Source: an optimization exercise on an open RTL-to-GDS flow (aim: small area, a short achievable clock period and few clock cycles per item). Production flows keep margins and buffers that such runs may drop.
Only simulation tests tie the RTL to the original design; equivalence was not proved.

===== design/flow/flow/run.sh =====
#!/bin/bash
set -euo pipefail
bash standard.sh SETUP_SLACK_MARGIN=6 finish > standard.log 2>&1

===== design/flow/config.mk =====
export PLATFORM = sky130hd
export DESIGN_NAME = path_option_payoff
export DESIGN_NICKNAME = path_option_payoff
export VERILOG_FILES = /design/flow/design.v
export SDC_FILE = /design/flow/constraint.sdc
export NUM_CORES = 4
export LEC_CHECK = 0
export CAP_MARGIN = 20
export CORE_MARGIN = 2
export CORE_UTILIZATION = 55
export SETUP_SLACK_MARGIN = 5
export SLEW_MARGIN = 20

===== design/flow/standard.sh =====
#!/bin/bash
# synth_recipe.tcl (not shown) runs the flow's synth.tcl, then flattens the netlist and writes it again
# the make line also repeats each setting of config.mk as NAME=value (left out here)
make -C /OpenROAD-flow-scripts/flow DESIGN_CONFIG=/design/flow/config.mk WORK_HOME=/design/flow/orfs CLKGATE_MAP_FILE= SYNTH_SCRIPT=/design/flow/synth_recipe.tcl "${@:-finish}"

===== design/flow/design.v =====
package pop_pkg;
  localparam int PriceW     = 32;
  localparam int DiscW      = 17;
  localparam int ModeW      = 2;
  localparam int CfgIdxW    = 2;
  localparam int CfgDataW   = 32;
  localparam int MaxPathLen = 1024;
  typedef enum logic [ModeW-1:0] {
    PopCall     = 2'd0,
    PopLookback = 2'd1,
    PopBarrier  = 2'd2,
    PopCompound = 2'd3
  } pop_mode_e;
  typedef enum logic [CfgIdxW-1:0] {
    RegPayoffMode     = 2'd0,
    RegStrikeLevel    = 2'd1,
    RegSecondLevel    = 2'd2,
    RegDiscountFactor = 2'd3
  } pop_reg_e;
  typedef enum logic [2:0] {
    StIdle,
    StLbMul,
    StLbSub,
    StDisc,
    StRound,
    StDivPrep,
    StDiv,
    StCmp
  } pop_state_e;
endpackage
module path_option_payoff #(
  parameter int MAX_PATH_LEN = pop_pkg::MaxPathLen
) (
  input  logic                       clk_i,
  input  logic                       rst_ni,
  input  logic                       sample_valid_i,
  output logic                       sample_ready_o,
  input  logic [pop_pkg::PriceW-1:0] sample_price_i,
  input  logic                       sample_last_i,
  output logic                       result_valid_o,
  input  logic                       result_ready_i,
  output logic [pop_pkg::PriceW-1:0] result_payoff_o,
  output logic                       result_crossed_o,
  input  logic                       cfg_valid_i,
  output logic                       cfg_ready_o,
  input  logic [pop_pkg::CfgIdxW-1:0] cfg_index_i,
  input  logic [pop_pkg::CfgDataW-1:0] cfg_data_i
);
  localparam int CntW = $clog2(MAX_PATH_LEN + 1);
  localparam int SumW = 32 + CntW;
  logic [1:0]  mode_q;
  logic [31:0] strike_q;
  logic [31:0] second_q;
  logic [16:0] disc_q;
  assign cfg_ready_o = 1'b1;
  always_ff @(posedge clk_i or negedge rst_ni) begin
    if (!rst_ni) begin
      mode_q   <= 2'd0;
      strike_q <= '0;
      second_q <= '0;
      disc_q   <= 17'd65536;
    end else if (cfg_valid_i) begin
      case (cfg_index_i)
        2'd0: mode_q   <= cfg_data_i[1:0];
        2'd1: strike_q <= cfg_data_i;
        2'd2: second_q <= cfg_data_i;
        default: disc_q <= cfg_data_i[16:0];
      endcase
    end
  end
  logic m_look, m_comp, m_bar;
  assign m_look = (mode_q == 2'd1);
  assign m_bar  = (mode_q == 2'd2);
  assign m_comp = (mode_q == 2'd3);
  logic        s_mul1_q, s_sub_q, s_mul2_q, s_div_q, s_done_q;
  logic        s_idle;
  logic [4:0]  step_q;
  logic [31:0] xn_q;
  logic [31:0] b_q;
  logic        bx_q, by_q;
  logic [32:0] acc_q;
  logic        pcr_q;
  logic        post_idle;
  assign s_idle    = !(s_mul1_q || s_sub_q || s_mul2_q || s_div_q || s_done_q);
  assign post_idle = s_idle || (s_done_q && result_ready_i);
  logic        rdy_q;
  logic [31:0] x_q;
  logic        v_q;
  logic        lst_q;
  logic        acc_s;
  assign sample_ready_o = rdy_q;
  assign acc_s = sample_valid_i && rdy_q;
  always_ff @(posedge clk_i) begin
    if (rdy_q) begin
      x_q   <= sample_price_i;
      lst_q <= sample_last_i;
    end
  end
  logic [31:0]     min_q;
  logic            cr_q;
  logic [CntW-1:0] cnt_q;
  logic            first_q;    
  logic            pend_q;     
  logic [31:0]     ex_q;       
  logic            v2_q;       
  logic            first2_q;   
  logic take, blk, proc;
  assign take = pend_q && post_idle;
  assign blk  = pend_q && !post_idle;
  assign proc = v_q && !blk;
  logic [32:0] diff;
  logic        above;
  logic        cnt_ok;
  logic [31:0] ex_d;
  always_comb begin
    diff   = {1'b0, x_q} - {1'b0, second_q};
    above  = !diff[32] && (diff[31:0] != '0);
    cnt_ok = first_q || !cnt_q[CntW-1];
    if (!proc)                     ex_d = '0;
    else if (!m_comp)              ex_d = x_q;
    else if (diff[32] || !cnt_ok)  ex_d = '0;
    else                           ex_d = diff[31:0];
  end
  always_ff @(posedge clk_i) begin
    ex_q <= ex_d;
    if (proc) begin
      min_q <= (first_q || (x_q < min_q)) ? x_q : min_q;
      cr_q  <= (cr_q && !first_q) || above;
      cnt_q <= first_q ? CntW'(1) : (cnt_q + CntW'(!cnt_q[CntW-1]));
    end
  end
  logic [SumW-1:0] sum_q;
  logic [SumW-1:0] sum_n;
  assign sum_n = ((v2_q && (first2_q || !m_comp)) ? '0 : sum_q) + SumW'(ex_q);
  always_ff @(posedge clk_i) begin
    sum_q <= sum_n;
  end
  logic pend_d, v_d, rdy_d;
  logic s_idle_d;
  assign pend_d = (proc && lst_q) || (pend_q && !take);
  assign v_d    = acc_s || (v_q && blk);
  assign rdy_d  = !(v_d && pend_d && !s_idle_d);
  always_ff @(posedge clk_i or negedge rst_ni) begin
    if (!rst_ni) begin
      rdy_q    <= 1'b1;
      v_q      <= 1'b0;
      first_q  <= 1'b1;
      pend_q   <= 1'b0;
      v2_q     <= 1'b0;
      first2_q <= 1'b0;
    end else begin
      rdy_q    <= rdy_d;
      v_q      <= v_d;
      pend_q   <= pend_d;
      v2_q     <= proc;
      first2_q <= proc && first_q;
      if (proc) first_q <= lst_q;
    end
  end
  logic [31:0] mul_m;
  logic        mlast_q;    
  logic [3:0]  dig_d;
  logic        bm_d;
  logic        one0, two0, neg0, one1, two1, neg1;
  logic [33:0] row0, row1;
  logic [37:0] t;
  always_ff @(posedge clk_i) begin
    if (s_sub_q)       mul_m <= sd[31:0];
    if (s_sub_q)       qz_q  <= sneg;
    else if (!s_mul2_q) mul_m <= second_q;
  end
  always_comb begin
    if (s_mul1_q || s_mul2_q) begin
      dig_d = ((s_mul1_q && (step_q[2:0] == 3'd7)) || (s_mul2_q && qz_q)) ? 4'd0 : b_q[7:4];
      bm_d  = b_q[3] && !(s_mul2_q && qz_q);
    end else begin
      dig_d = s_sub_q ? (sneg ? 4'd0 : disc_q[3:0]) : min_q[3:0];
      bm_d  = 1'b0;
    end
  end
  always_ff @(posedge clk_i) begin
    one0 <= dig_d[0] ^ bm_d;
    two0 <= (dig_d[1] && !dig_d[0] && !bm_d) || (!dig_d[1] && dig_d[0] && bm_d);
    neg0 <= dig_d[1] && !(dig_d[0] && bm_d);
    one1 <= dig_d[2] ^ dig_d[1];
    two1 <= (dig_d[3] && !dig_d[2] && !dig_d[1]) || (!dig_d[3] && dig_d[2] && dig_d[1]);
    neg1 <= dig_d[3] && !(dig_d[2] && dig_d[1]);
  end
  always_comb begin
    row0 = ((one0 ? {2'b0, mul_m} : 34'd0) | (two0 ? {1'b0, mul_m, 1'b0} : 34'd0)) ^ {34{neg0}};
    row1 = ((one1 ? {2'b0, mul_m} : 34'd0) | (two1 ? {1'b0, mul_m, 1'b0} : 34'd0)) ^ {34{neg1}};
    t    = {{5{acc_q[32]}}, acc_q}
         + {{4{row0[33]}}, row0}
         + {{2{row1[33]}}, row1, 2'b0}
         + 38'(neg0)
         + {35'd0, neg1, 2'b0};
  end
  logic sat_q;
  logic [10:0] dv;
  logic [9:0]  r0, r1, r2;
  logic [1:0]  qb;
  logic [10:0] s1, s2;
  logic [11:0] d1, d2;
  assign dv = xn_q[10:0];
  always_comb begin
    r0 = acc_q[9:0];
    s1 = {r0, bx_q};
    d1 = {1'b0, s1} - {1'b0, dv};
    qb[1] = !d1[11];
    r1 = qb[1] ? d1[9:0] : s1[9:0];
    s2 = {r1, b_q[31]};
    d2 = {1'b0, s2} - {1'b0, dv};
    qb[0] = !d2[11];
    r2 = qb[0] ? d2[9:0] : s2[9:0];
  end
  logic [31:0] sa, sb;
  logic        scin;
  logic        szero;
  logic [32:0] sd;
  logic [31:0] sres;
  logic        sneg;
  logic        qz_q;
  always_comb begin
    if (m_comp) begin
      sa    = strike_q;
      sb    = b_q;
      scin  = by_q;
      szero = 1'b0;
    end else if (m_look) begin
      sa    = xn_q;
      sb    = {acc_q[11:0], b_q[31:12]};
      scin  = 1'b0;
      szero = (acc_q[32:12] != '0);
    end else begin
      sa    = xn_q;
      sb    = strike_q;
      scin  = 1'b0;
      szero = m_bar && pcr_q;
    end
    sd   = {1'b0, sa} - {1'b0, sb} - 33'(scin);
    sneg = sd[32] || szero;
    sres = sneg ? '0 : sd[31:0];
  end
  logic mul_last, div_last;
  assign mul_last = s_mul1_q ? mlast_q : (step_q[2:0] == 3'd4);
  assign div_last = (step_q == 5'd16);
  logic n_mul1, n_sub, n_mul2, n_div, n_done;
  always_comb begin
    n_mul1 = (take && m_look) || (s_mul1_q && !mul_last);
    n_div  = (take && m_comp) || (s_div_q && !div_last);
    n_sub  = (take && !m_look && !m_comp) || (s_mul1_q && mul_last) || (s_div_q && div_last);
    n_mul2 = (s_sub_q && !m_comp) || (s_mul2_q && !mul_last);
    n_done = (s_sub_q && m_comp) || (s_mul2_q && mul_last) || (s_done_q && !result_ready_i && !take);
    s_idle_d = !(n_mul1 || n_div || n_sub || n_mul2 || n_done);
  end
  always_ff @(posedge clk_i or negedge rst_ni) begin
    if (!rst_ni) begin
      s_mul1_q <= 1'b0;
      s_sub_q  <= 1'b0;
      s_mul2_q <= 1'b0;
      s_div_q  <= 1'b0;
      s_done_q <= 1'b0;
      step_q   <= '0;
      mlast_q  <= 1'b0;
    end else begin
      s_mul1_q <= n_mul1;
      s_sub_q  <= n_sub;
      s_mul2_q <= n_mul2;
      s_div_q  <= n_div;
      s_done_q <= n_done;
      mlast_q <= s_mul1_q && (step_q[2:0] == 3'd7);
      if (s_sub_q || (s_mul1_q && mul_last) || (s_div_q && div_last) || !(s_mul1_q || s_mul2_q || s_div_q))
        step_q <= '0;
      else
        step_q <= step_q + 5'd1;
    end
  end
  always_ff @(posedge clk_i) begin
    if (take) begin
      pcr_q <= cr_q;
      sat_q <= 1'b0;
      xn_q  <= m_comp ? {21'd0, cnt_q} : sum_n[31:0];
    end else if (s_mul2_q && mul_last) begin
      sat_q <= t[32];
      xn_q  <= t[31:0];
    end else if (s_sub_q && m_comp) begin
      xn_q  <= sres;
    end
  end
  always_ff @(posedge clk_i) begin
    if (s_mul1_q || s_mul2_q) begin
      acc_q <= t[36:4];
      b_q   <= {t[3:0], b_q[31:4]};
    end else if (s_sub_q) begin
      acc_q <= 33'h0_0000_8000;
      b_q   <= {15'd0, disc_q};
    end else if (s_div_q) begin
      acc_q[9:0]  <= r2;
      {bx_q, b_q, by_q} <= {b_q, by_q, qb};
    end else begin
      b_q   <= m_comp ? sum_n[31:0] : min_q;
      bx_q  <= sum_n[32];
      by_q  <= 1'b0;
      acc_q <= m_comp ? {24'd0, sum_n[SumW-1:33]} : 33'h0_0000_7FFF;
    end
  end
  assign result_valid_o   = s_done_q;
  assign result_payoff_o  = xn_q | {32{sat_q}};
  assign result_crossed_o = pcr_q;
endmodule

===== design/flow/constraint.sdc =====
create_clock -name core_clock -period 11.0 [get_ports {clk_i}]
set_input_delay 2.2000 -clock core_clock [delete_from_list [all_inputs] [get_ports {clk_i}]]
set_output_delay 2.2000 -clock core_clock [all_outputs]
set_load 0.01 [all_outputs]

==> results of run 1 <==
==> how the worst max path moves through the flow <==
stage / cells after the start / start / endpoint / slack (ns)
5_1_grt: 20 / one0$_DFF_P_ / xn_q[30]$_DFFE_PP_ / 5.97
4_1_cts: 19 / mode_q[0]$_DFFE_PN0P_ / acc_q[3]$_DFF_P_ / 5.95
2_1_floorplan: 19 / mode_q[0]$_DFFE_PN0P_ / xn_q[31]$_DFFE_PP_ / 6.14
6_report: 17 / mode_q[1]$_DFFE_PN0P_ / xn_q[29]$_DFFE_PP_ / 6.17
3_3_place_gp: 17 / mode_q[1]$_DFFE_PN0P_ / acc_q[2]$_DFF_P_ / 5.00
3_5_place_dp: 19 / mode_q[0]$_DFFE_PN0P_ / acc_q[3]$_DFF_P_ / 5.12
==> metrics by stage <==
| step | cell area [µm²] | std cells |
|---|---|---|
| 2_1_floorplan | 28100 | 3082 |
| 3_3_place_gp | 29700 | 3753 |
| 3_5_place_dp | 29700 | 3753 |
| 4_1_cts | 31500 | 3837 |
| 5_1_grt | 31800 | 3861 |
| 6_report | 31800 | 3861 |
==> Yosys cell counts (9+ instances only) <==
master    count
xor2_1       90
a22o_1       30
mux2_2       84
edfxtp_1    136
and2_1       57
nor3_1       30
mux2i_1      98
nand4_1      22
buf_1        21
or3_1        19
nand3_1      51
inv_1       295
o21bai_1     21
a221oi_1     11
o211ai_1     25
a211oi_1     34
a31oi_1      30
nor2_1      202
a221o_1      11
and3_1       23
or2_2        39
nor2b_1      20
o21a_1       23
nand2b_1     23
o22ai_1      14
nor4_1        9
ha_1        253
a21o_1       90
clkbuf_1    107
a22oi_1      72
dfrtp_1      97
a311oi_1     11
dfxtp_1     156
a21oi_1     205
nand2_1     224
fa_1         42
xnor2_1     119
o21ai_0     178
==> layer usage <==
metal	global-route usage [%]	up-vias	part of all wire, %
met5	0	-	0
met4	11.3	0	3.7
met3	5.80	194	8.4
met2	54.2	1047	45
met1	49.0	11777	43
li1	-	11095	-
==> registers in the layout (all words and copies together) (netlist names), 32 cells and up <==
register	count
strike_q	32
x_q	32
ex_q	32
acc_q	33
xn_q	32
second_q	32
sum_q	43
b_q	32
min_q	32
mul_m	32
==> cells by family (layout without fill, tap and decap cells) <==
logic type / count (synthesis) / count (layout)
adders and majority gates: 295 / 295
muxes: 182 / 182
buffers and inverters: 431 / 538
xor gates and xnor gates: 209 / 209
other: 1 / 1
and+or+nand+nor: 742 / 742
AOI/OAI and AO/OA: 830 / 830
DFF: 392 / 392
==> layout make-up <==
type | count | area (µm²)
repair buffers | 160 | 1600
flip-flops and latches | 392 | 9740
well taps | 672 | 841
clock buffers | 63 | 1280
clock inverters | 18 | 264
multi-input cells | 2259 | 17000
fillers | 4309 | 18500
inverters | 297 | 1120
==> worst max-delay path: cells and delay by family, from the launching register on <==
family | cells | cell delay [ns]
buf+inv | 2 | 0.20
fa+ha+maj | 2 | 0.68
mux | 1 | 0.31
simple gates | 4 | 1.00
xor+xnor | 1 | 0.22
flops | 1 | 0.53
compound gates | 7 | 1.58
==> cells in the final DEF (no fill, tap or decap), drive strengths merged, types with 22 or more instances in the layout <==
cell type / instances
a21o: 90
nor2: 203
or2: 40
xor2: 90
nand4: 22
nand2: 225
mux2i: 98
clkdlybuf4s50: 105
nor3: 30
and3: 23
xnor2: 119
dfrtp: 97
mux2: 84
and2: 57
o21a: 25
a211oi: 34
a22oi: 73
inv: 299
a31oi: 30
o211ai: 25
ha: 253
edfxtp: 136
fa: 42
dfxtp: 156
a21oi: 207
buf: 53
o21ai: 186
a22o: 30
clkbuf: 65
nand2b: 23
nand3: 51
==> repair_timing <==
action                     4_1_cts  5_1_grt
pin swaps                        1        7
setup buffers                    3       22
gates cloned                     0        2
setup endpoints to repair      138       74
resized for setup               39       30
==> results.toml, run 1 <==
[synth]
syn_nets = 3449
synth_edf_count = 136
synthCells = 3082
yosys_most_used_dff = "dfxtp_1"
yosysWarnings = 1
synth_compound_area_share_pct = 19.4
syn_area_um2 = 28100
synth_top_family_by_area = "compound AO/OA/AOI/OAI gates"
ys_seq_area_share_pct = 34.6
yosys.area_share.simple_pct = 12.6
yosys.area_share.xor_xnor_pct = 6.51
synth-seq-cells = 392
synth_top_area_share_pct = 14.5
synthTopCellsByArea = "edfxtp_1 (15%), ha_1 (11%), dfxtp_1 (11%), dfrtp_1 (8.6%), inv_1 (3.9%)"
avgSynthCellArea_um2 = 9.12
yosys.area.top_type = "edfxtp_1"
synth_cell_type_count = 90
synthMuxAreaShare_pct = 6.86
yosys.area_share.adder_pct = 14.3
async_reset_ff_share_pct = 25.5

[critical_path]
cpMaxStageDelayCell = "dfrtp_4"
path_cells = "buf_12 -> mux2i_1 -> a21oi_1 -> ha_1 -> inv_1 -> ha_1 -> and3_1 -> nand3_1 -> or3_1 -> a21o_1 -> a2111oi_4 -> a311o_2 -> a211oi_1 -> o21ai_2 -> xnor2_1 -> o221ai_1 -> and2_1"
reg2reg_to = "xn_q[29]$_DFFE_PP_"
crit_arrival_ns = 5.15
cp.required_ns = 11.33
cp-end-kind = "flip-flop"
slowest_delay_ns = 0.53
cpMostUsedCell = "ha_1"
startpoint_type = "flip-flop"
worst-setup-path-type = "reg -> reg"
r2r_cells = 17
r2r_slack_ns = 6.17
reg2reg_from = "mode_q[1]$_DFFE_PN0P_"
worstPathMaxFanout = 6

[finish]
syn2layout_area_growth_pct = 13.2
drive_gt1_share_pct = 9.97
layout.nets = 3521
utilization_pct = 63.3
n_antenna_cell = 0

[sta]
slew_headroom_pct = 24.2
setup_tns_ns = 0
fin_crit_sh_pct = 43.9
finalHoldViolCount = 0
tightestPinTransition_ns = 1.14
rsz0062_at_grt = "false"
slew_viol_final = 0
layout_min_cycle_time_ns = 4.83
setup_viol = 0
fmax_ghz = 0.207
setup_slack_ns = 6.17
whs_ns = 0.478
finClkSkew_ns = 0.0492

[global_routing]
grt_max_degree = 109
grt_pass1_vias = 22961
antenna_found_initial = 0
grt_pass1_wl_um = 140000
grt_use_total_pct = 34.7
grt_overflow = 0

[routing]
postRouteAntennaNets = 0
routed_via_density = 6.25
num_vias = 24113
drt-pass1-iter-count = 6
avgRoutedWirePerCell_um = 24.3
first_iter_violations = 2580
drc = 0
finalWirelength_um = 93800

[cts]
ctsRootBufferMaster = "clkbuf_16"
clkSinkCount = 392
cts_tree = "built"
cts_max_path_buffers = 3
cts_made_buffers = 44
htree_levels = 2
clk_pin_slew_ns = 0.06
insertion_delay_ns = 0.61
postCtsHoldBufs = 0

[die]
num_rows = 82
die_y_um = 230
die_area_um2 = 52900
pin_count = 108
core-area_um2 = 50300
die_w_um = 230
initial_core_util_pct = 55.9

[hold_path]
min_to = "first_q$_DFFE_PN1P_"
hp-class = "reg -> reg"
hold_start = "lst_q$_DFFE_PP_"
hold_depth = 2

[place]
numPortBuffers = 106
dp_hpwl_um = 73400
preCtsSetupSlack_ns = 5.12
gp_congestion = 1.01

[run]
drv_cap = 0

[outcome]
outcome = "finished clean"
Testbench counts, summed over its fixed seeds: cycles 68,934, paths 2,560.
==> inputs of run 2 (changes only) <==
==> design/flow/flow/run.sh (replaced) <==
#!/bin/bash
set -euo pipefail
bash standard.sh SETUP_SLACK_MARGIN=6.3 finish > standard.log 2>&1
==> results.toml, run 2 <==
[cts]
insertion_delay_ns = 0.60
cts_made_buffers = 44
ctsRootBufferMaster = "clkbuf_16"
cts_tree = "built"
clk_pin_slew_ns = 0.06
clkSinkCount = 392
htree_levels = 2
cts_max_path_buffers = 3

[global_routing]
grt_overflow = 0
grt_max_degree = 80
grt_use_total_pct = 35.5
antenna_found_initial = 1
grt_pass1_wl_um = 143000
grt_pass1_vias = 23470

[critical_path]
path_cells = "buf_4 -> mux2i_2 -> a21oi_1 -> ha_1 -> inv_1 -> ha_2 -> and3_1 -> nand3_1 -> or3_4 -> a21o_1 -> a2111oi_4 -> a311o_2 -> a211oi_1 -> o21ai_2 -> xnor2_2 -> o221ai_1 -> and2_1"
startpoint_type = "flip-flop"
cp-end-kind = "flip-flop"
path_delay_family = "compound AO/OA/AOI/OAI gates"
slowest_delay_ns = 0.54
cp.required_ns = 11.33
cp_num_buf_inv = 2
cpMaxStageDelayCell = "dfrtp_4"
worstPathMaxFanout = 6
crit_arrival_ns = 4.98
worst-setup-path-type = "reg -> reg"

[sta]
slew_viol_final = 0
fin_crit_sh_pct = 42.2
finClkSkew_ns = 0.0282
fmax_ghz = 0.215
rsz0062_at_grt = "true"
tightestPinTransition_ns = 1.04
setup_viol = 0
layout_min_cycle_time_ns = 4.64
finalHoldViolCount = 0
setup_tns_ns = 0
slew_headroom_pct = 30.7

[place]
gp_congestion = 1.04
numPortBuffers = 106
place_area_um2 = 29700
dpl.cell_count = 3750
dp_hpwl_um = 73000

[synth]
synthMuxAreaShare_pct = 6.86
netlist_top_cells_count = "inv_1 (295), ha_1 (253), nand2_1 (224)"
yosys.area_share.adder_pct = 14.3
yosys_most_used_dff = "dfxtp_1"
synth_top_family_by_area = "compound AO/OA/AOI/OAI gates"
syn_nets = 3449
async_reset_ff_share_pct = 25.5
synth_top_area_share_pct = 14.5
ys_seq_area_share_pct = 34.6
syn_area_um2 = 28100
yosys.area.top_type = "edfxtp_1"
synthCells = 3082
synth_cell_type_count = 90
yosys.area_share.simple_pct = 12.6
yosysMostFrequentCell = "inv_1"
avgSynthCellArea_um2 = 9.12
synth-seq-cells = 392
yosysWarnings = 1
synthTopCellsByArea = "edfxtp_1 (15%), ha_1 (11%), dfxtp_1 (11%), dfrtp_1 (8.6%), inv_1 (3.9%)"
yosys.area_share.xor_xnor_pct = 6.51
synth_edf_count = 136
synth_compound_area_share_pct = 19.4

[die]
num_rows = 82
pin_count = 108
initial_core_util_pct = 55.9
die_area_um2 = 52900
core-area_um2 = 50300
die_w_um = 230
die_y_um = 230

[finish]
utilization_pct = 64.1
syn2layout_area_growth_pct = 14.8
final-instance-count-excl-fill = 3885
finalInstanceArea_um2 = 32200
n_antenna_cell = 0
regMostFlops = "sum_q"
mostFrequentLayoutCell = "inv_1"
top_regs = "sum_q (43), acc_q (33)"
fillers = 4236
largest_register_ffs = 43
drive_gt1_share_pct = 12.0
final_cell_mix = "inv_1 (293), ha_1 (247), nand2_1 (221)"
layout.nets = 3545

[routing]
routed_via_density = 6.21
drc = 0
avgRoutedWirePerCell_um = 24.7
finalWirelength_um = 96000
drt-pass1-iter-count = 8
postRouteAntennaNets = 0
first_iter_violations = 2490
num_vias = 24125

[outcome]
outcome = "finished clean"

[run]
drv_cap = 0

[hold_path]
hp-class = "reg -> reg"
-- run 2: cell counts after synthesis --
No cell type changed its count.
-- run 2: area by class of cell --
cell class	count	area [µm²]	area share [%]
inverters	297	1120	3.46
multi-input cells	2259	17200	53.3
flip-flops and latches	392	9750	30.2
repair buffers	184	1890	5.85
clock buffers	67	1290	3.99
clock inverters	14	169	0.524
well taps	672	841	2.61
-- run 2: timing repair --
action / in CTS / in global routing
setup buffers: 24 / 27
gates cloned: 2 / 1
pin swaps: 7 / 25
endpoints found under the setup margin: 205 / 86
resized for setup: 67 / 76
hold buffers: 0 / 0
-- run 2: final timing paths --
path / startpoint / to / slack, ns / cells after the start
worst min-delay path: lst_q$_DFFE_PP_ / first_q$_DFFE_PN1P_ / 0.48 / 2
min in group asynchronous: rst_ni / v_q$_DFF_PN0_ / 1.63 / 1
max in group asynchronous: rst_ni / strike_q[20]$_DFFE_PN0P_ / 8.20 / 2
worst min register to register: lst_q$_DFFE_PP_ / first_q$_DFFE_PN1P_ / 0.48 / 2
worst max-delay path: mode_q[1]$_DFFE_PN0P_ / xn_q[29]$_DFFE_PP_ / 6.36 / 17
worst max register to register: mode_q[1]$_DFFE_PN0P_ / xn_q[29]$_DFFE_PP_ / 6.36 / 17
-- run 2: logic make-up after synthesis --
family / Yosys count
AO/OA/AOI/OAI: 830
AND/OR/NAND/NOR: 742
buffers and inverters: 431
flip-flops: 392
adder cells (fa/ha/maj): 295
XOR/XNOR: 209
multiplexers: 182
other: 1
-- run 2: worst register-to-register path: cells and delay by family (launching register included) --
kind	cells	cell delay, ns
AND/OR/NAND/NOR	4	0.91
XOR/XNOR	1	0.15
buffers and inverters	2	0.23
AO/OA/AOI/OAI	7	1.56
adder cells (fa/ha/maj)	2	0.67
multiplexers	1	0.30
flip-flops	1	0.54
-- run 2: layer usage --
layer	vias to the layer above	track usage [%]	share of wire, %
li1	11128	-	-
met1	11755	49.8	43
met4	2	13.8	4.2
met2	1045	55.7	44
met5	-	0	0.0083
met3	195	5.06	8.1
-- run 2: through the flow --
step	worst slack, ns	hold WS (ns)
6_report	6.36	0.475
5_1_grt	6.28	0.504
4_1_cts	6.26	0.481
3_5_place_dp	4.90	0.462
3_3_place_gp	4.94	0.454
2_1_floorplan	6.34	0.428
==> inputs of run 3 (changes only) <==
--- a/design/flow/config.mk
+++ b/design/flow/config.mk
@@ -7,6 +7,6 @@
 export LEC_CHECK = 0
 export CAP_MARGIN = 20
 export CORE_MARGIN = 2
-export CORE_UTILIZATION = 55
+export CORE_UTILIZATION = 65
 export SETUP_SLACK_MARGIN = 5
 export SLEW_MARGIN = 20
==> results.toml, run 3 <==
[sta]
finalHoldViolCount = 0
setup_tns_ns = 0
fmax_ghz = 0.215
fin_crit_sh_pct = 42.3
slew_headroom_pct = 20.0
layout_min_cycle_time_ns = 4.65
finClkSkew_ns = 0.0333
setup_viol = 0
rsz0062_at_grt = "true"
slew_viol_final = 0
tightestPinTransition_ns = 1.19

[critical_path]
cp.required_ns = 11.27
path_delay_family = "simple AND/OR/NAND/NOR gates"
slowest_delay_ns = 0.53
r2r_cells = 14
path_cells = "ha_1 -> inv_1 -> fa_1 -> a211oi_1 -> o21ai_1 -> nand2_1 -> xor2_1 -> nand3_1 -> nor4_2 -> nand4_1 -> or4_1 -> or3_1 -> nor4_1 -> a31oi_1"
reg2reg_to = "cr_q$_DFFE_PP_"
worst-setup-path-type = "reg -> reg"
cpMaxStageDelayCell = "dfrtp_1"
r2r_slack_ns = 6.35
startpoint_type = "flip-flop"
worstPathMaxFanout = 3
cp-end-kind = "flip-flop"
startpoint = "second_q[0]$_DFFE_PN0P_"
crit_arrival_ns = 4.92
cp_num_buf_inv = 1
reg2reg_from = "second_q[0]$_DFFE_PN0P_"

[cts]
htree_levels = 2
cts_tree = "built"
cts_max_path_buffers = 3
insertion_delay_ns = 0.61
postCtsHoldBufs = 0
cts_made_buffers = 43
clk_pin_slew_ns = 0.06
clkSinkCount = 392
ctsRootBufferMaster = "clkbuf_16"

[synth]
syn_area_um2 = 28100
synth_top_area_share_pct = 14.5
synthTopCellsByArea = "edfxtp_1 (15%), ha_1 (11%), dfxtp_1 (11%), dfrtp_1 (8.6%), inv_1 (3.9%)"
yosys_most_used_dff = "dfxtp_1"
syn_nets = 3449
avgSynthCellArea_um2 = 9.12
yosys.area.top_type = "edfxtp_1"
synth_cell_type_count = 90
ys_seq_area_share_pct = 34.6
yosysMostFrequentCell = "inv_1"
netlist_top_cells_count = "inv_1 (295), ha_1 (253), nand2_1 (224)"
yosysWarnings = 1
synth_edf_count = 136
async_reset_ff_share_pct = 25.5
synthCells = 3082
synth-seq-cells = 392

[global_routing]
grt_pass1_wl_um = 138000
met1_usage_pct = 54.6
grt-busiest-layer = "met2"
met2_usage_pct = 63.9
grt_max_degree = 110
grt_use_total_pct = 40.9
grtUsageMet3_pct = 8.40
grt_pass1_vias = 23595
antenna_found_initial = 1
grt_overflow = 0

[run]
drv_cap = 0

[finish]
largest_register_ffs = 43
n_antenna_cell = 0
regMostFlops = "sum_q"
mostFrequentLayoutCell = "inv_1"
layout.nets = 3557
drive_gt1_share_pct = 12.4
final_cell_mix = "inv_1 (293), ha_1 (250), nand2_1 (220)"
utilization_pct = 75.2
top_regs = "sum_q (43), acc_q (33)"
syn2layout_area_growth_pct = 14.8

[routing]
first_iter_violations = 2998
finalWirelength_um = 93500
drc = 0
num_vias = 24826
drt-pass1-iter-count = 8
postRouteAntennaNets = 0
routed_via_density = 6.52
avgRoutedWirePerCell_um = 24.5

[die]
pin_count = 108
die_area_um2 = 44900
num_rows = 76
initial_core_util_pct = 65.5
die_w_um = 212
die_y_um = 212
core-area_um2 = 42900

[place]
dp_hpwl_um = 70900
gp_congestion = 1.07
numPortBuffers = 106

[hold_path]
min_to = "first_q$_DFFE_PN1P_"
hp-class = "reg -> reg"
hold_start = "lst_q$_DFFE_PP_"
hold_depth = 2

[outcome]
outcome = "finished clean"
run 3: cell counts after synthesis:
No cell type changed its count.
run 3: repair_timing:
action / in CTS / in global routing
gates cloned: 2 / 2
pin swaps: 9 / 29
endpoints found under the setup margin: 248 / 135
resized for setup: 73 / 69
hold endpoints to repair: 0 / 0
buffers inserted: 22 / 42
run 3: worst max path at each step:
stage,to,depth (start not counted),slack (ns)
4_1_cts,xn_q[25]$_DFFE_PP_,18,6.27
3_3_place_gp,acc_q[0]$_DFF_P_,17,4.75
2_1_floorplan,xn_q[31]$_DFFE_PP_,19,6.34
5_1_grt,xn_q[29]$_DFFE_PP_,18,6.22
6_report,cr_q$_DFFE_PP_,14,6.35
3_5_place_dp,acc_q[0]$_DFF_P_,17,4.47
run 3: logic make-up (layout without fill, tap and decap cells):
group | Yosys count | after routing | synth area share [%]
other | 1 | 1 | 0.0133
adder cells (fa/ha/maj) | 295 | 295 | 14.3
buffers and inverters | 431 | 573 | 5.79
AO/OA/AOI/OAI | 830 | 830 | 19.4
AND/OR/NAND/NOR | 742 | 743 | 12.6
XOR/XNOR | 209 | 209 | 6.51
multiplexers | 182 | 182 | 6.86
flip-flops | 392 | 392 | 34.6
run 3: worst min-delay path, cell delays in order, from the launching register on:
cell      delay, ns
edfxtp_1       0.34
nand2_1        0.05
nand2_1        0.05
run 3: layout make-up:
cell class                 instances  area, µm²
clock buffer                      64       1320
clock inverter                    16        180
fill                            3064      10600
inverter                         297       1120
multi-input combinational       2260      17200
sequential                       392       9750
tap                              585        732
timing repair buffer             196       1950
run 3: metal layers:
metal | vias to the layer above | share of wire (%) | wire, µm
met1 | 11930 | 40 | 37100
met5 | - | 0 | 0
met2 | 1409 | 44 | 41400
met3 | 324 | 11 | 9930
met4 | 0 | 5.4 | 5020
li1 | 11163 | - | -
run 3: stage by stage:
stage          instances  cell area [µm²]  worst slack (ns)  hold slack, ns
2_1_floorplan       3082            28100              6.34           0.428
6_report            3810            32300              6.35           0.462
3_3_place_gp        3662            29600              4.75           0.454
5_1_grt             3810            32300              6.22           0.510
4_1_cts             3766            31600              6.27           0.466
3_5_place_dp        3662            29600              4.47           0.455
==> inputs of run 4 (changes only) <==
==> design/flow/flow/run.sh (replaced) <==
#!/bin/bash
set -euo pipefail
bash standard.sh SETUP_SLACK_MARGIN=6.5 finish > standard.log 2>&1
--- a/design/flow/config.mk
+++ b/design/flow/config.mk
@@ -7,6 +7,6 @@
 export LEC_CHECK = 0
 export CAP_MARGIN = 20
 export CORE_MARGIN = 2
-export CORE_UTILIZATION = 65
+export CORE_UTILIZATION = 55
 export SETUP_SLACK_MARGIN = 5
 export SLEW_MARGIN = 20
==> results.toml, run 4 <==
[run]
drv_cap = 0

[cts]
htree_levels = 2
cts_tree = "built"
cts_max_path_buffers = 3
cts_made_buffers = 44
clk_pin_slew_ns = 0.06
insertion_delay_ns = 0.60
ctsRootBufferMaster = "clkbuf_16"
postCtsHoldBufs = 0
clkSinkCount = 392

[synth]
yosysWarnings = 1
synth_cell_type_count = 90
yosysMostFrequentCell = "inv_1"
yosys.area_share.simple_pct = 12.6
synthCells = 3082
yosys_most_used_dff = "dfxtp_1"
synth_top_family_by_area = "compound AO/OA/AOI/OAI gates"
synth_top_area_share_pct = 14.5
synth-seq-cells = 392
async_reset_ff_share_pct = 25.5
yosys.area_share.xor_xnor_pct = 6.51
synth_compound_area_share_pct = 19.4
synthMuxAreaShare_pct = 6.86
synth_edf_count = 136
ys_seq_area_share_pct = 34.6
avgSynthCellArea_um2 = 9.12
netlist_top_cells_count = "inv_1 (295), ha_1 (253), nand2_1 (224)"
syn_nets = 3449
syn_area_um2 = 28100
synthTopCellsByArea = "edfxtp_1 (15%), ha_1 (11%), dfxtp_1 (11%), dfrtp_1 (8.6%), inv_1 (3.9%)"
yosys.area_share.adder_pct = 14.3
yosys.area.top_type = "edfxtp_1"

[die]
initial_core_util_pct = 55.9
die_area_um2 = 52900
pin_count = 108
num_rows = 82
die_w_um = 230
die_y_um = 230
core-area_um2 = 50300

[sta]
slew_headroom_pct = 20.6
finalHoldViolCount = 0
tightestPinTransition_ns = 1.19
finClkSkew_ns = 0.0248
setup_tns_ns = 0
layout_min_cycle_time_ns = 4.48
slew_viol_final = 0
setup_viol = 0
rsz0062_at_grt = "true"
fmax_ghz = 0.223
fin_crit_sh_pct = 40.7

[hold_path]
hp-class = "reg -> reg"
hold_start = "lst_q$_DFFE_PP_"
min_to = "first_q$_DFFE_PN1P_"
hold_depth = 2

[finish]
largest_register_ffs = 43
regMostFlops = "sum_q"
finalInstanceArea_um2 = 33200
layout.nets = 3580
mostFrequentLayoutCell = "inv_1"
final_cell_mix = "inv_1 (290), ha_1 (235), nand2_1 (219)"
drive_gt1_share_pct = 15.3
syn2layout_area_growth_pct = 18.2
top_regs = "sum_q (43), acc_q (33)"

[critical_path]
reg2reg_to = "xn_q[31]$_DFFE_PP_"
startpoint = "mode_q[1]$_DFFE_PN0P_"
worst-setup-path-type = "reg -> reg"
worstPathMaxFanout = 15
r2r_slack_ns = 6.52
r2r_cells = 17
startpoint_type = "flip-flop"
reg2reg_from = "mode_q[1]$_DFFE_PN0P_"
crit_arrival_ns = 4.81
cp.required_ns = 11.33
cp-end-kind = "flip-flop"

[place]
numPortBuffers = 106
place_area_um2 = 29700
dp_hpwl_um = 73300
gp_congestion = 0.997

[global_routing]
grt_overflow = 0
grtUsageMet3_pct = 5.20
grt-busiest-layer = "met2"
met2_usage_pct = 55.9
grt_pass1_vias = 23495
met1_usage_pct = 50.9
grt_use_total_pct = 35.9
grt_max_degree = 109
grt_pass1_wl_um = 145000
antenna_found_initial = 2

[routing]
avgRoutedWirePerCell_um = 25.0
num_vias = 24717
routed_via_density = 6.30
postRouteAntennaNets = 0
drc = 0
first_iter_violations = 2858
drt-pass1-iter-count = 18
finalWirelength_um = 98200

[outcome]
outcome = "finished clean"
## run 4: worst max-delay path, stage by stage, from the launching register on
cell and delay, ns:
dfrtp_4 0.52, and2_4 0.18, buf_16 0.15, nand2_1 0.07, nand2_1 0.08, fa_2 0.43, ha_4 0.28, inv_1 0.05
o311a_1 0.32, or3_1 0.40, a21o_1 0.25, a2111oi_4 0.42, a311o_1 0.32, nand2_2 0.09, o31ai_2 0.19, a21oi_1 0.12
xor2_1 0.22, o221ai_2 0.11
## run 4: what timing repair did
| action | 4_1_cts | 5_1_grt |
|---|---|---|
| gates cloned | 5 | 4 |
| pin swaps | 21 | 51 |
| endpoints found under the hold margin | 0 | 0 |
| gates resized for setup | 99 | 140 |
| buffers inserted | 48 | 29 |
| setup endpoints to repair | 278 | 97 |
## run 4: worst max-delay path by stage
stage / end / slack [ns] / cells past startpoint
after floorplan: acc_q[29]$_SDFFCE_PP0P_ / 6.51 / 19
after global placement: acc_q[4]$_DFF_P_ / 4.80 / 17
after detailed placement: xn_q[28]$_DFFE_PP_ / 4.82 / 18
after CTS: xn_q[25]$_DFFE_PP_ / 6.44 / 17
after global routing: acc_q[30]$_SDFFCE_PP0P_ / 6.33 / 20
final: xn_q[31]$_DFFE_PP_ / 6.52 / 17
## run 4: layer usage
metal,wire length (µm),up-vias
met2,43700,1178
met4,4020,0
met1,42200,12085
li1,-,11223
met3,8310,231
met5,0,-
## run 4: logic make-up (layout without fill, tap and decap cells)
| kind of cell | count (synthesis) | after routing |
|---|---|---|
| AO/OA/AOI/OAI | 830 | 830 |
| XOR/XNOR | 209 | 209 |
| adder cells (fa/ha/maj) | 295 | 295 |
| buffers and inverters | 431 | 597 |
| flip-flops | 392 | 392 |
| multiplexers | 182 | 182 |
| other | 1 | 2 |
| AND/OR/NAND/NOR | 742 | 743 |
## run 4: final cells by class
class / instances / area (µm²)
Antenna cell: 1 / 2.50
Clock buffer: 60 / 1330
Clock inverter: 22 / 238
Fill cell: 4098 / 17100
Inverter: 297 / 1120
Multi-Input combinational cell: 2260 / 17600
Sequential cell: 392 / 9750
Tap cell: 672 / 841
Timing Repair Buffer: 218 / 2310
## run 4: per-stage QoR
stage	std cells	setup slack [ns]	hold slack (ns)	utilization [%]
final	3922	6.52	0.485	66.1
after CTS	3888	6.44	0.490	64.1
after detailed placement	3753	4.82	0.475	59.1
after global routing	3921	6.33	0.511	66.1
after floorplan	3082	6.51	0.428	-
after global placement	3753	4.80	0.464	59.1
==> inputs of run 5 (changes only) <==
==> design/flow/flow/run.sh (replaced) <==
#!/bin/bash
set -euo pipefail
bash standard.sh SETUP_SLACK_MARGIN=6.3 finish > standard.log 2>&1
--- a/design/flow/config.mk
+++ b/design/flow/config.mk
@@ -8,5 +8,6 @@
 export CAP_MARGIN = 20
 export CORE_MARGIN = 2
 export CORE_UTILIZATION = 55
+export CTS_BUF_LIST = sky130_fd_sc_hd__clkbuf_4 sky130_fd_sc_hd__clkbuf_8
 export SETUP_SLACK_MARGIN = 5
 export SLEW_MARGIN = 20
==> results.toml, run 5 <==
[synth]
synthCells = 3082
async_reset_ff_share_pct = 25.5
yosysWarnings = 1
avgSynthCellArea_um2 = 9.12
yosys_most_used_dff = "dfxtp_1"
synthTopCellsByArea = "edfxtp_1 (15%), ha_1 (11%), dfxtp_1 (11%), dfrtp_1 (8.6%), inv_1 (3.9%)"
synth_cell_type_count = 90
yosysMostFrequentCell = "inv_1"
ys_seq_area_share_pct = 34.6
synth_edf_count = 136
syn_area_um2 = 28100
yosys.area.top_type = "edfxtp_1"
syn_nets = 3449
synth_top_area_share_pct = 14.5
synth-seq-cells = 392
netlist_top_cells_count = "inv_1 (295), ha_1 (253), nand2_1 (224)"

[routing]
num_vias = 24386
first_iter_violations = 2616
drt-pass1-iter-count = 5
postRouteAntennaNets = 0
routed_via_density = 6.20
avgRoutedWirePerCell_um = 24.3
drc = 0
finalWirelength_um = 95700

[global_routing]
grt_max_degree = 80
grt_pass1_vias = 23644
grt_pass1_wl_um = 143000
grt_use_total_pct = 35.6
antenna_found_initial = 3
grt_overflow = 0

[finish]
top_regs = "sum_q (43), acc_q (33)"
layout.nets = 3569
final_cell_mix = "inv_1 (293), ha_1 (252), nand2_1 (221)"
largest_register_ffs = 43
regMostFlops = "sum_q"
finalInstanceArea_um2 = 32300
mostFrequentLayoutCell = "inv_1"
drive_gt1_share_pct = 13.3
syn2layout_area_growth_pct = 14.9

[die]
die_area_um2 = 52900
core-area_um2 = 50300
die_y_um = 230
die_w_um = 230
pin_count = 108
num_rows = 82
initial_core_util_pct = 55.9

[cts]
cts_made_buffers = 70
ctsRootBufferMaster = "clkbuf_8"
htree_levels = 3
clkSinkCount = 392
clk_pin_slew_ns = 0.06
cts_tree = "built"
cts_max_path_buffers = 3
insertion_delay_ns = 0.67

[sta]
slew_headroom_pct = 31.3
finalHoldViolCount = 0
setup_tns_ns = 0
slew_viol_final = 0
finClkSkew_ns = 0.0276
whs_ns = 0.484
tightestPinTransition_ns = 1.03
setup_slack_ns = 6.31
setup_viol = 0
fmax_ghz = 0.213
fin_crit_sh_pct = 42.7
rsz0062_at_grt = "true"
layout_min_cycle_time_ns = 4.69

[critical_path]
worst-setup-path-type = "reg -> reg"
startpoint = "mode_q[1]$_DFFE_PN0P_"
reg2reg_from = "mode_q[1]$_DFFE_PN0P_"
startpoint_type = "flip-flop"
cp-end-kind = "flip-flop"
cp.required_ns = 11.38
worstPathMaxFanout = 40
crit_arrival_ns = 5.08

[hold_path]
hp-class = "reg -> reg"
hold_start = "lst_q$_DFFE_PP_"

[place]
numPortBuffers = 106
preCtsSetupSlack_ns = 4.90
dp_hpwl_um = 73000
gp_congestion = 1.04
place_area_um2 = 29700

[run]
drv_cap = 0

[outcome]
outcome = "finished clean"
run 5: cell counts after synthesis:
Identical to the previous run, type by type.
run 5: area by class of cell:
cell class / count / area (µm²)
clock buffer: 114 / 1390
inverter: 297 / 1120
tap: 672 / 841
timing repair buffer: 182 / 1840
antenna: 1 / 2.50
fill: 4272 / 18000
clock inverter: 16 / 198
sequential: 392 / 9750
multi-input combinational: 2259 / 17100
run 5: timing repair:
| item | in CTS | in global routing |
|---|---|---|
| hold endpoints to repair | 0 | 0 |
| endpoints found under the setup margin | 235 | 79 |
| setup buffers | 23 | 26 |
| gates resized for setup | 61 | 59 |
| pin swaps | 7 | 14 |
| hold buffers | 0 | 0 |
| gates cloned | 2 | 1 |
run 5: worst paths after layout:
| path | slack [ns] | depth (start not counted) | endpoint |
|---|---|---|---|
| max | 6.31 | 18 | xn_q[28]$_DFFE_PP_ |
| min | 0.48 | 2 | first_q$_DFFE_PN1P_ |
| max reg2reg | 6.31 | 18 | xn_q[28]$_DFFE_PP_ |
| min reg2reg | 0.48 | 2 | first_q$_DFFE_PN1P_ |
| max in group asynchronous | 8.24 | 2 | second_q[29]$_DFFE_PN0P_ |
| min in group asynchronous | 1.55 | 1 | v_q$_DFF_PN0_ |
run 5: logic make-up (layout without fill, tap and decap cells):
logic type | count (synthesis) | count (layout) | share of synthesized area (%)
compound gates | 830 | 830 | 19.4
other cells | 1 | 2 | 0.0133
buf+inv | 431 | 609 | 5.79
simple gates | 742 | 742 | 12.6
mux | 182 | 182 | 6.86
flops | 392 | 392 | 34.6
fa+ha+maj | 295 | 295 | 14.3
xor+xnor | 209 | 209 | 6.51
run 5: metal layers:
layer / up-vias / global-route usage [%] / part of all wire (%)
met2: 1141 / 55.7 / 44
li1: 11209 / - / -
met4: 2 / 14.0 / 3.9
met5: - / 0 / 0.014
met3: 201 / 5.27 / 8.5
met1: 11833 / 49.7 / 43
run 5: metrics by stage:
step                utilization, %  std cells
floorplan                        -       3082
global placement              59.1       3750
detailed placement            59.1       3750
CTS                           63.2       3905
global route                  64.2       3932
finish                        64.2       3933
run 5: worst max-delay path, cell delays in order, from the launching register on:
cell and delay [ns]:
dfrtp_4 0.53, nand2_4 0.16, buf_12 0.21, o21ai_2 0.07, clkbuf_8 0.23, and2_1 0.21, ha_1 0.21, fa_1 0.41
a21o_1 0.18, a21oi_1 0.26, o21ai_0 0.21, nand4_1 0.21, nand3_2 0.16, a211oi_4 0.32, o21bai_1 0.11, a21oi_1 0.28
xor2_2 0.30, nand2b_1 0.20, o221ai_1 0.13
==> inputs of run 6 (changes only) <==
--- a/design/flow/design.v
+++ b/design/flow/design.v
@@ -69,9 +69,13 @@
     end
   end
   logic m_look, m_comp, m_bar;
-  assign m_look = (mode_q == 2'd1);
-  assign m_bar  = (mode_q == 2'd2);
-  assign m_comp = (mode_q == 2'd3);
+  logic s_comp;
+  always_ff @(posedge clk_i) begin
+    m_look <= (mode_q == 2'd1);
+    m_bar  <= (mode_q == 2'd2);
+    m_comp <= (mode_q == 2'd3);
+    s_comp <= (mode_q == 2'd3);
+  end
   logic        s_mul1_q, s_sub_q, s_mul2_q, s_div_q, s_done_q;
   logic        s_idle;
   logic [4:0]  step_q;
@@ -117,7 +121,7 @@
     above  = !diff[32] && (diff[31:0] != '0);
     cnt_ok = first_q || !cnt_q[CntW-1];
     if (!proc)                     ex_d = '0;
-    else if (!m_comp)              ex_d = x_q;
+    else if (!s_comp)              ex_d = x_q;
     else if (diff[32] || !cnt_ok)  ex_d = '0;
     else                           ex_d = diff[31:0];
   end
@@ -131,7 +135,7 @@
   end
   logic [SumW-1:0] sum_q;
   logic [SumW-1:0] sum_n;
-  assign sum_n = ((v2_q && (first2_q || !m_comp)) ? '0 : sum_q) + SumW'(ex_q);
+  assign sum_n = ((v2_q && (first2_q || !s_comp)) ? '0 : sum_q) + SumW'(ex_q);
   always_ff @(posedge clk_i) begin
     sum_q <= sum_n;
   end
--- a/design/flow/config.mk
+++ b/design/flow/config.mk
@@ -8,6 +8,5 @@
 export CAP_MARGIN = 20
 export CORE_MARGIN = 2
 export CORE_UTILIZATION = 55
-export CTS_BUF_LIST = sky130_fd_sc_hd__clkbuf_4 sky130_fd_sc_hd__clkbuf_8
 export SETUP_SLACK_MARGIN = 5
 export SLEW_MARGIN = 20
==> results.toml, run 6 <==
[global_routing]
grt_pass1_wl_um = 143000
grt_overflow = 0
grt_max_degree = 70
grt_pass1_vias = 23412
grt_use_total_pct = 35.3
antenna_found_initial = 4

[hold_path]
hold_start = "mode_q[1]$_DFFE_PN0P_"
hp-class = "reg -> reg"

[sta]
finalHoldViolCount = 0
fin_crit_sh_pct = 41.7
setup_viol = 0
layout_min_cycle_time_ns = 4.59
setup_tns_ns = 0
rsz0062_at_grt = "true"
whs_ns = 0.482
finClkSkew_ns = 0.0264
slew_viol_final = 0
fmax_ghz = 0.218
tightestPinTransition_ns = 1.00
setup_slack_ns = 6.41
slew_headroom_pct = 33.0

[synth]
synth_cell_type_count = 98
synthCells = 3046
synthTopCellsByArea = "edfxtp_1 (14%), dfxtp_1 (11%), ha_1 (11%), dfrtp_1 (8.5%), mux2i_1 (4.1%)"
yosysMostFrequentCell = "ha_1"
synth_top_area_share_pct = 14.4
ys_seq_area_share_pct = 34.4
syn_area_um2 = 28400
yosys_most_used_dff = "dfxtp_1"
netlist_top_cells_count = "ha_1 (253), inv_1 (251), nand2_1 (236)"
synth_edf_count = 136
async_reset_ff_share_pct = 25.3
synth-seq-cells = 395
yosysWarnings = 1
yosys.area.top_type = "edfxtp_1"
syn_nets = 3413
avgSynthCellArea_um2 = 9.33

[cts]
cts_tree = "built"
cts_made_buffers = 45
clk_pin_slew_ns = 0.06
cts_max_path_buffers = 3
clkSinkCount = 395
postCtsHoldBufs = 0
htree_levels = 2
insertion_delay_ns = 0.60
ctsRootBufferMaster = "clkbuf_16"

[critical_path]
cp.required_ns = 11.34
worstPathMaxFanout = 16
reg2reg_from = "two0$_DFF_P_"
worst-setup-path-type = "reg -> reg"
startpoint = "two0$_DFF_P_"
r2r_slack_ns = 6.41
r2r_cells = 18
startpoint_type = "flip-flop"
reg2reg_to = "acc_q[28]$_SDFFCE_PP0P_"
cp-end-kind = "flip-flop"
crit_arrival_ns = 4.93
crit_end = "acc_q[28]$_SDFFCE_PP0P_"

[die]
initial_core_util_pct = 55.5
pin_count = 108
num_rows = 83
die_area_um2 = 53500
die_w_um = 231
die_y_um = 231
core-area_um2 = 51200

[routing]
first_iter_violations = 2717
routed_via_density = 6.33
num_vias = 24472
finalWirelength_um = 95800
postRouteAntennaNets = 0
avgRoutedWirePerCell_um = 24.8
drc = 0
drt-pass1-iter-count = 8

[place]
numPortBuffers = 106
dpl.cell_count = 3740
preCtsSetupSlack_ns = 5.23
dp_hpwl_um = 74300
gp_congestion = 0.980

[finish]
layout.nets = 3516
drive_gt1_share_pct = 12.3
final_cell_mix = "ha_1 (250), inv_1 (248), nand2_1 (235)"
regMostFlops = "sum_q"
mostFrequentLayoutCell = "ha_1"
largest_register_ffs = 43
top_regs = "sum_q (43), acc_q (33)"
syn2layout_area_growth_pct = 14.0
final-instance-count-excl-fill = 3866

[run]
drv_cap = 0

[outcome]
outcome = "finished clean"
## run 6: cell count changes after synthesis, moves of 11 or more
cell,change
a211oi_1,-18
a21oi_1,-26
a22o_1,-17
and3_1,+33
clkbuf_1,-13
inv_1,-44
mux2i_1,+19
nand2_1,+12
nor2_1,-56
o221ai_1,+16
o31ai_1,+11
xor2_1,-19
## run 6: final cells by class
class	instances	area [µm²]
diodes	1	2.50
fillers	4289	18800
multi-input cells	2273	17600
well taps	680	851
repair buffers	179	1750
clock buffers	56	1200
clock inverters	27	248
flip-flops and latches	395	9820
inverters	255	968
## run 6: kinds of logic after synthesis
family	share of synthesized area, %
AO/OA/AOI/OAI	19.3
AND/OR/NAND/NOR	13.1
flip-flops	34.4
buffers and inverters	5.08
adder cells (fa/ha/maj)	14.1
multiplexers	7.82
XOR/XNOR	6.22
other	0.0132
## run 6: what timing repair did
action                     4_1_cts  5_1_grt
gates resized for setup         56       55
setup buffers                   13       29
pin swaps                        2       21
setup endpoints to repair      144       90
## run 6: worst min path at each step
stage | cells past startpoint | endpoint | slack, ns
floorplan | 0 | pcr_q$_DFFE_PP_ | 0.43
global placement | 1 | m_look$_DFF_P_ | 0.44
detailed placement | 1 | m_look$_DFF_P_ | 0.47
CTS | 1 | m_bar$_DFF_P_ | 0.47
global route | 1 | m_bar$_DFF_P_ | 0.50
finish | 1 | m_look$_DFF_P_ | 0.48
## run 6: critical path: stages (launching register included)
cell	delay, ns
dfxtp_4	0.37
buf_12	0.15
buf_6	0.16
a22oi_1	0.20
xnor2_1	0.12
fa_1	0.51
inv_1	0.04
ha_1	0.29
ha_1	0.41
a21o_1	0.20
a21o_1	0.17
a21oi_1	0.14
o21ai_0	0.12
a221oi_2	0.33
o211ai_1	0.23
buf_4	0.19
a31o_2	0.22
a211o_1	0.31
and3_4	0.20
## run 6: through the flow
stage / utilization [%] / cell area (µm²)
after floorplan: - / 28400
after global placement: 58.8 / 30100
after detailed placement: 58.8 / 30100
after CTS: 62.4 / 31900
after global routing: 63.3 / 32400
final: 63.3 / 32400
## run 6: layer usage
| layer | share of wire (%) | GRT usage, % |
|---|---|---|
| met5 | 0.047 | 0 |
| met4 | 3.3 | 9.98 |
| met3 | 9.2 | 7.44 |
| met2 | 44 | 55.7 |
| met1 | 43 | 48.9 |
Testbench counts of run 6, summed over its fixed seeds: cycles 68,934, paths 2,560.
==> inputs of run 7 (changes only) <==
--- a/design/flow/design.v
+++ b/design/flow/design.v
@@ -101,7 +101,7 @@
     end
   end
   logic [31:0]     min_q;
-  logic            cr_q;
+  logic            ab_q;       
   logic [CntW-1:0] cnt_q;
   logic            first_q;    
   logic            pend_q;     
@@ -127,17 +127,21 @@
   end
   always_ff @(posedge clk_i) begin
     ex_q <= ex_d;
+    ab_q <= proc && above;
     if (proc) begin
       min_q <= (first_q || (x_q < min_q)) ? x_q : min_q;
-      cr_q  <= (cr_q && !first_q) || above;
       cnt_q <= first_q ? CntW'(1) : (cnt_q + CntW'(!cnt_q[CntW-1]));
     end
   end
   logic [SumW-1:0] sum_q;
   logic [SumW-1:0] sum_n;
+  logic            cr_q;
+  logic            cr_n;
   assign sum_n = ((v2_q && (first2_q || !s_comp)) ? '0 : sum_q) + SumW'(ex_q);
+  assign cr_n  = (cr_q && !(v2_q && first2_q)) || ab_q;
   always_ff @(posedge clk_i) begin
     sum_q <= sum_n;
+    cr_q  <= cr_n;
   end
   logic pend_d, v_d, rdy_d;
   logic s_idle_d;
@@ -245,6 +249,8 @@
     sneg = sd[32] || szero;
     sres = sneg ? '0 : sd[31:0];
   end
+  logic dskip;
+  assign dskip = s_div_q && (acc_q[9:0] == '0) && ({bx_q, b_q[31:25]} == '0) && (step_q <= 5'd12);
   logic mul_last, div_last;
   assign mul_last = s_mul1_q ? mlast_q : (step_q[2:0] == 3'd4);
   assign div_last = (step_q == 5'd16);
@@ -276,12 +282,12 @@
       if (s_sub_q || (s_mul1_q && mul_last) || (s_div_q && div_last) || !(s_mul1_q || s_mul2_q || s_div_q))
         step_q <= '0;
       else
-        step_q <= step_q + 5'd1;
+        step_q <= step_q + (dskip ? 5'd4 : 5'd1);
     end
   end
   always_ff @(posedge clk_i) begin
     if (take) begin
-      pcr_q <= cr_q;
+      pcr_q <= cr_n;
       sat_q <= 1'b0;
       xn_q  <= m_comp ? {21'd0, cnt_q} : sum_n[31:0];
     end else if (s_mul2_q && mul_last) begin
@@ -298,6 +304,8 @@
     end else if (s_sub_q) begin
       acc_q <= 33'h0_0000_8000;
       b_q   <= {15'd0, disc_q};
+    end else if (dskip) begin
+      {bx_q, b_q, by_q} <= {b_q[24:0], by_q, 8'd0};
     end else if (s_div_q) begin
       acc_q[9:0]  <= r2;
       {bx_q, b_q, by_q} <= {b_q, by_q, qb};
==> results.toml, run 7 <==
[sta]
slew_viol_final = 0
layout_min_cycle_time_ns = 4.69
slew_headroom_pct = 15.4
whs_ns = 0.476
finalHoldViolCount = 0
fin_crit_sh_pct = 42.6
tightestPinTransition_ns = 1.26
rsz0062_at_grt = "true"
fmax_ghz = 0.213
setup_viol = 0
setup_tns_ns = 0
finClkSkew_ns = 0.0373

[synth]
synthCells = 3097
synth-seq-cells = 396
syn_area_um2 = 28600
syn_nets = 3464
synth_edf_count = 145
yosys.area.top_type = "edfxtp_1"
yosys_most_used_dff = "dfxtp_1"
synth_cell_type_count = 91
async_reset_ff_share_pct = 25.3
ys_seq_area_share_pct = 34.6
synthTopCellsByArea = "edfxtp_1 (15%), ha_1 (11%), dfxtp_1 (11%), dfrtp_1 (8.5%), xnor2_1 (4.0%)"
yosysMostFrequentCell = "ha_1"
avgSynthCellArea_um2 = 9.22
netlist_top_cells_count = "ha_1 (253), inv_1 (249), nand2_1 (235)"
synth_top_area_share_pct = 15.2
yosysWarnings = 1

[finish]
fillers = 4326
ff_latch_area_um2 = 9920
mostFrequentLayoutCell = "ha_1"
drive_gt1_share_pct = 11.7
finalInstanceArea_um2 = 32600
multiInputGateArea_um2 = 17500
largest_register_ffs = 43
top_regs = "sum_q (43), acc_q (33)"
syn2layout_area_growth_pct = 14.3
layout.nets = 3564
regMostFlops = "sum_q"
final_cell_mix = "ha_1 (248), inv_1 (243), nand2_1 (235)"
n_antenna_cell = 0

[cts]
postCtsHoldBufs = 0
htree_levels = 2
clk_pin_slew_ns = 0.06
ctsRootBufferMaster = "clkbuf_16"
clkSinkCount = 396
cts_tree = "built"
cts_made_buffers = 47
cts_max_path_buffers = 3
insertion_delay_ns = 0.62

[critical_path]
cpMaxStageDelayCell = "or4_1"
worstPathMaxFanout = 3
path_cells = "ha_1 -> inv_1 -> fa_1 -> xor2_1 -> nor3b_2 -> o21ai_1 -> nor3_1 -> nand3_1 -> nor4_2 -> nand4b_1 -> or4_1 -> nor4_2 -> nor2_1"
cpMostUsedCell = "nor4_2"
worst-setup-path-type = "reg -> reg"
cp-end-kind = "flip-flop"
cp.required_ns = 11.46
slowest_delay_ns = 0.63
crit_arrival_ns = 5.15
startpoint_type = "flip-flop"

[global_routing]
grt_pass1_vias = 23782
antenna_found_initial = 6
grt_use_total_pct = 36.1
grt_max_degree = 73
grt_overflow = 0
grt_pass1_wl_um = 146000

[die]
num_rows = 83
die_y_um = 232
core-area_um2 = 51300
die_w_um = 232
die_area_um2 = 53800
initial_core_util_pct = 55.7
pin_count = 108

[routing]
routed_via_density = 6.39
finalWirelength_um = 99200
drc = 0
num_vias = 25027
drt-pass1-iter-count = 5
first_iter_violations = 2814
postRouteAntennaNets = 0
avgRoutedWirePerCell_um = 25.3

[run]
drv_cap = 0

[hold_path]
hp-class = "reg -> reg"

[place]
numPortBuffers = 106
place_area_um2 = 30200
gp_congestion = 0.978
dp_hpwl_um = 75600

[outcome]
outcome = "finished clean"
-- run 7: changes by cell type in the layout (fill, tap and decap cells not counted), sizes merged, moves of 12 or more --
cell    delta
nor3      +22
nand4     +12
nor2      +25
o21ai     +22
a221oi    +12
and3      -19
o211ai    -20
clkbuf    +15
-- run 7: worst paths after layout --
kind,from,endpoint,slack [ns],depth (start not counted)
setup / recovery,second_q[0]$_DFFE_PN0P_,ab_q$_DFF_P_,6.31,13
hold / removal,cr_q$_DFF_P_,cr_q$_DFF_P_,0.48,1
setup reg to reg,second_q[0]$_DFFE_PN0P_,ab_q$_DFF_P_,6.31,13
hold reg to reg,cr_q$_DFF_P_,cr_q$_DFF_P_,0.48,1
max in group asynchronous,rst_ni,s_mul2_q$_DFF_PN0_,8.12,2
min in group asynchronous,rst_ni,second_q[28]$_DFFE_PN0P_,1.54,1
-- run 7: cells by family (layout without fill, tap and decap cells) --
| logic type | count (synthesis) | in the layout | share of synthesized area, % |
|---|---|---|---|
| flops | 396 | 396 | 34.6 |
| xor+xnor | 205 | 205 | 6.29 |
| other cells | 1 | 1 | 0.0131 |
| fa+ha+maj | 295 | 295 | 14.0 |
| buf+inv | 391 | 529 | 5.20 |
| mux | 201 | 201 | 7.46 |
| compound gates | 834 | 835 | 19.2 |
| simple gates | 774 | 774 | 13.2 |
-- run 7: worst max-delay path: cells and delay by family (launching register included) --
kind | cells | cell delay, ns
buf+inv | 1 | 0.06
fa+ha+maj | 2 | 0.64
flops | 1 | 0.53
xor+xnor | 1 | 0.21
compound gates | 1 | 0.44
simple gates | 8 | 2.63
-- run 7: repair_timing --
| action | in CTS | in global routing |
|---|---|---|
| pin swaps | 12 | 18 |
| buffers inserted | 37 | 14 |
| resized for setup | 45 | 43 |
| cloned | 1 | 1 |
| endpoints found under the setup margin | 125 | 72 |
-- run 7: cell type report --
class                   count  area share [%]
inverters                 254            2.95
repair buffers            187            5.62
well taps                 680            2.61
clock buffers              70            4.38
flip-flops and latches    396            30.4
multi-input cells        2311            53.6
clock inverters            18           0.437
-- run 7: through the flow --
step / setup WS (ns) / util [%] / std cells
floorplan: 6.32 / - / 3097
global placement: 5.15 / 58.8 / 3774
detailed placement: 5.11 / 58.9 / 3775
CTS: 6.30 / 62.9 / 3901
global route: 6.24 / 63.6 / 3916
finish: 6.31 / 63.6 / 3916
-- run 7: per-layer routing --
layer	global-route usage, %	routed length [µm]	vias up
met5	0	56	-
met4	14.5	4420	6
met3	5.19	7950	237
met2	57.3	44500	1188
met1	49.6	42300	12216
li1	-	-	11380
Testbench counts of run 7, summed over its fixed seeds: cycles 67,214, paths 2,560.

[what the ideal ports hide]
How much do the figures lean on ideal ports? The routed layouts below were timed once more, with nothing changed but the port constraints.
Step 1: set_driving_cell puts a clkbuf_16 on clk_i and a buf_2 on each other input, an assumption about the parent block.
Step 2 adds t to the input delays and takes it off the output delays; t is the mean of the earliest and latest rising clock arrival at the registers after step 1. Input paths then give back, and output paths get back, about the clock's delay inside the block.
Three values: ideal, step 1, step 2; two values: the first two.
| run | t (ns) | setup WS [ns] | worst setup path at the end |
|---|---|---|---|
| run 1 | 0.645 | 6.174 / 6.174 / 5.784 | input to register |
| run 2 | 0.649 | 6.356 / 6.356 / 5.877 | input to register |
| run 3 | 0.649 | 6.352 / 6.352 / 5.935 | input to register |
| run 4 | 0.645 | 6.523 / 6.523 / 6.075 | input to register |
| run 5 | 0.712 | 6.305 / 6.305 / 5.892 | input to register |
| run 6 | 0.651 | 6.411 / 6.411 / 6.019 | input to register |
| run 7 | 0.665 | 6.310 / 6.310 / 5.942 | input to register |
After both steps every run listed still meets setup and hold. For run 2, which loses most, drivers alone change the setup slack by 0.000 ns; drivers and shift together by -0.479 ns.
